What follows belongs to an exercise in optimizing a design on an open flow for a short achievable clock period and few clock cycles; a production flow would make more cautious choices. RTL that was checked went through simulation tests only; none was proved equivalent to the original. Power figures rest on the tool's default switching activity, not on a simulated workload.

lane 1:
// mips_core
module mips_core #(
    parameter mips_pkg::word_t RESET_PC = 32'h0000_3000
) (
    input  logic       clk,
    input  logic       arst_n,
    output mips_pkg::word_t      i_inst_addr,
    input  mips_pkg::word_t      i_inst_rdata,
    output mips_pkg::word_t      m_data_addr,
    input  mips_pkg::word_t      m_data_rdata,
    output mips_pkg::word_t      m_data_wdata,
    output logic [3:0] m_data_byteen,
    output logic       w_grf_we,
    output mips_pkg::reg_addr_t  w_grf_addr,
    output mips_pkg::word_t      w_grf_wdata,
    output mips_pkg::word_t      w_inst_addr
);
    mips_pkg::word_t     f_pc_out;
    mips_pkg::word_t     f_pc_in;
    mips_pkg::word_t     f_pc;
    mips_pkg::word_t     f_pc4;
    mips_pkg::word_t     f_pc8;
    mips_pkg::word_t     f_instr;
    mips_pkg::word_t     f_rf1_n;
    mips_pkg::word_t     f_rf2_n;
    mips_pkg::word_t     f_imm;
  ...
For scale: about 5700 cells after synthesis, about 240 I/O pins, about 70000 um^2 of cells after synthesis.
export LEC_CHECK = 0
export CAP_MARGIN = 20
export CORE_MARGIN = 2
export CORE_UTILIZATION = 40
export CTS_CLUSTER_DIAMETER = 100
export CTS_CLUSTER_SIZE = 30
export PLACE_DENSITY = 0.55
export SETUP_SLACK_MARGIN = 5
export SLEW_MARGIN = 20
export SYNTH_HIERARCHICAL = 1
export SYNTH_MINIMUM_KEEP_SIZE = 0
create_clock -name core_clock -period 8.0 [get_ports {clk}]
standard.sh (not shown) runs the stock make flow with config.mk's settings and CLKGATE_MAP_FILE= SYNTH_SCRIPT=/design/flow/synth_recipe.tcl, a recipe that flattens the netlist after the stock synthesis.
==> flow/flow/run.sh <==
#!/bin/bash
set -euo pipefail
bash standard.sh synth > synth.log 2>&1
bash standard.sh SETUP_SLACK_MARGIN=5.6 finish > layout.log 2>&1
Setup changes, lane 1 to lane 2
- clearing CTS_CLUSTER_SIZE, which used to be 30
- swapping 40 for 50 in CORE_UTILIZATION
- clearing CTS_CLUSTER_DIAMETER, which used to be 100
- swapping 0.55 for 0.62 in PLACE_DENSITY
==> flow/run.sh (new file) <==
#!/bin/bash
# synth_recipe.tcl (not shown) runs the flow's synth.tcl, then flattens the netlist and writes it again
# the make line also repeats each setting of config.mk as NAME=value (left out here)
make -C /OpenROAD-flow-scripts/flow DESIGN_CONFIG=/design/flow/config.mk WORK_HOME=/design/flow/orfs CLKGATE_MAP_FILE= SYNTH_SCRIPT=/design/flow/synth_recipe.tcl finish
removed: flow/flow/run.sh
removed: flow/standard.sh
## What came out
- The run with more routed wire is lane 1, not lane 2.
- Fill cell instance count of the final layout: lane 2 vs lane 1 down about 26%
- When lane 2 is measured against lane 1, its delay of the slowest cell on the worst path turns out 0.06 ns higher.
- Measured against each other, lane 1 and lane 2 differ in initial antenna violation count, the higher figure coming from lane 1.
- Per the comparison of lane 2 with lane 1, met3 track demand over resource in global routing fell 0.80 points; number of cells on the critical path fell 2; maximum level of the CTS H-tree rose 2.
- Post-route standard cell area excluding fillers for lane 2: about 6% down relative to lane 1
- Lane 2: flow completed, timing, DRC and antenna clean
- Die area in lane 2 is about 20% lower than in lane 1
The inputs of lane 3 differ from those of lane 2 as listed below.
- a change of PLACE_DENSITY from 0.62 to 0.55
- a change of CORE_UTILIZATION from 50 to 40
Notes after the runs:
- Number of H-tree levels: lane 3 vs lane 2 identical
- Taking lane 2 as the reference, in lane 3 portion of total power attributed to combinational logic went down 0.9 points; combinational power went down about 3%; via count of the routed design went down 1060.
- Share of total power in the clock network ends up higher on lane 3.
- Going from lane 2 to lane 3, count of clock-buffer cells in the layout shrank slightly.
- Delta (lane 3 minus lane 2): core utilization -12 points, total non-filler cell area in the finished layout shows an increase of about 0.8%, sequential power share lower.
- Lane 2 → lane 3: routed length per placed instance now sits lower; post-route clock period utilization now sits higher.
No functional check of the RTL was part of any run of this note.

* * *

mips_core, a different RTL version from the one above (not shown whole).
Size: ~240 I/O pins.
export LEC_CHECK = 0
export CAP_MARGIN = 20
export CORE_MARGIN = 2
export CORE_UTILIZATION = 50
export PLACE_DENSITY = 0.62
export SETUP_SLACK_MARGIN = 5
export SLEW_MARGIN = 20
export SYNTH_HIERARCHICAL = 1
export SYNTH_MINIMUM_KEEP_SIZE = 0
create_clock -name core_clock -period 8.0 [get_ports {clk}]
==> flow/flow/run.sh <==
#!/bin/bash
set -euo pipefail
bash standard.sh synth > synth.log 2>&1
bash standard.sh SETUP_SLACK_MARGIN=5.3 MATCH_CELL_FOOTPRINT=0 finish > layout.log 2>&1
The first run completed with no timing, DRC or antenna violations.
Testbench counts at the start, summed over its fixed seeds: cycles 44,413.
==> next run, changes <==
==> flow/flow/run.sh (replaced) <==
#!/bin/bash
set -euo pipefail
bash standard.sh synth > synth.log 2>&1
bash standard.sh SETUP_SLACK_MARGIN=5.6 MATCH_CELL_FOOTPRINT=0 finish > layout.log 2>&1
- CORE_UTILIZATION: 50 -> 40
- PLACE_DENSITY: 0.62 -> 0.55
What happened: The changed run produced a clean layout; wire length increases by 15%; die area increases by 25%; design area increases by 11%; clock-buffer cell count stays the same; core utilization decreases by 7.2 points; global-route usage decreases by 3.0 points; final cell count increases by 9.0%; maximum frequency decreases by 1.5%; critical path depth does not change.

* * *

Starting RTL as in the previous note.
// mips_core
module mips_core #(
    parameter mips_pkg::word_t RESET_PC = 32'h0000_3000
) (
    input  logic       clk,
    input  logic       arst_n,
    output mips_pkg::word_t      i_inst_addr,
    input  mips_pkg::word_t      i_inst_rdata,
    output mips_pkg::word_t      m_data_addr,
    input  mips_pkg::word_t      m_data_rdata,
    output mips_pkg::word_t      m_data_wdata,
    output logic [3:0] m_data_byteen,
    output logic       w_grf_we,
    output mips_pkg::reg_addr_t  w_grf_addr,
    output mips_pkg::word_t      w_grf_wdata,
    output mips_pkg::word_t      w_inst_addr
);
clock: 8.0 ns
lec_check: 0
cap_margin: 20
core_margin: 2
core_utilization: 40
place_density: 0.55
setup_slack_margin: 5
slew_margin: 20
synth_hierarchical: 1
synth_minimum_keep_size: 0
run.sh (not shown) runs the stock make flow with config.mk's settings and CLKGATE_MAP_FILE= SYNTH_SCRIPT=/design/flow/synth_recipe.tcl, a recipe that flattens the netlist after the stock synthesis.
Stock flow here: none of the scripts above is used.
Testbench counts at the start, summed over its fixed seeds: cycles 44,413.
Rerun with:
==> flow/flow/run.sh (new file) <==
#!/bin/bash
set -euo pipefail
bash standard.sh synth > synth.log 2>&1
bash standard.sh SETUP_SLACK_MARGIN=5.3 MATCH_CELL_FOOTPRINT=0 finish > layout.log 2>&1
==> flow/standard.sh (new file) <==
#!/bin/bash
# synth_recipe.tcl (not shown) runs the flow's synth.tcl, then flattens the netlist and writes it again
# the make line also repeats each setting of config.mk as NAME=value (left out here)
make -C /OpenROAD-flow-scripts/flow DESIGN_CONFIG=/design/flow/config.mk WORK_HOME=/design/flow/orfs CLKGATE_MAP_FILE= SYNTH_SCRIPT=/design/flow/synth_recipe.tcl "${@:-finish}"
removed: flow/run.sh
- combinational power went up by 28%
- design area went up by 9.1%
- routed wire length went up by 14%

==> what the ideal ports hide <==
The results above use ideal ports. As a check the final layouts listed here were re-extracted and re-timed, cells and wires unchanged. Step 1 sets driving cells, clkbuf_16 on the clock port and buf_2 on the other inputs (assumed; they add their load-dependent delay and slew). Step 2, shift: input delay + t, output delay - t, t = (earliest + latest rising clock arrival at the registers) / 2. This alone moves slack from input paths to output paths. Slacks: ideal / step 1 / step 2; pairs: ideal / step 1.
| run | t (ns) | slack for setup (ns) | worst register clock-pin slew, ns | worst slew at a driven data input, ns |
|---|---|---|---|---|
| lane 1 | 0.892 | 4.760 / 4.568 / 3.675 | 0.12 / 0.12 | 0.34 |
| lane 2 | 0.885 | 4.848 / 4.862 / 3.977 | 0.07 / 0.07 | 0.07 |
| lane 3 | 0.917 | 4.755 / 4.712 / 3.795 | 0.07 / 0.07 | 0.28 |
| the first run of note 2 | 0.901 | 4.930 / 4.927 / 4.040 | 0.07 / 0.07 | 0.25 |
| the second run of note 2 | 0.948 | 4.883 / 4.883 / 4.037 | 0.07 / 0.07 | 0.17 |
| the first run of note 3 | 0.926 | 4.872 / 4.914 / 3.988 | 0.07 / 0.07 | 0.11 |
| the second run of note 3 | 0.924 | 4.999 / 4.903 / 4.133 | 0.07 / 0.07 | 0.22 |
After both steps every run listed still meets setup and hold. The setup slack of lane 1, which loses most, moves by -0.192 ns with the drivers and by -1.085 ns with both steps.
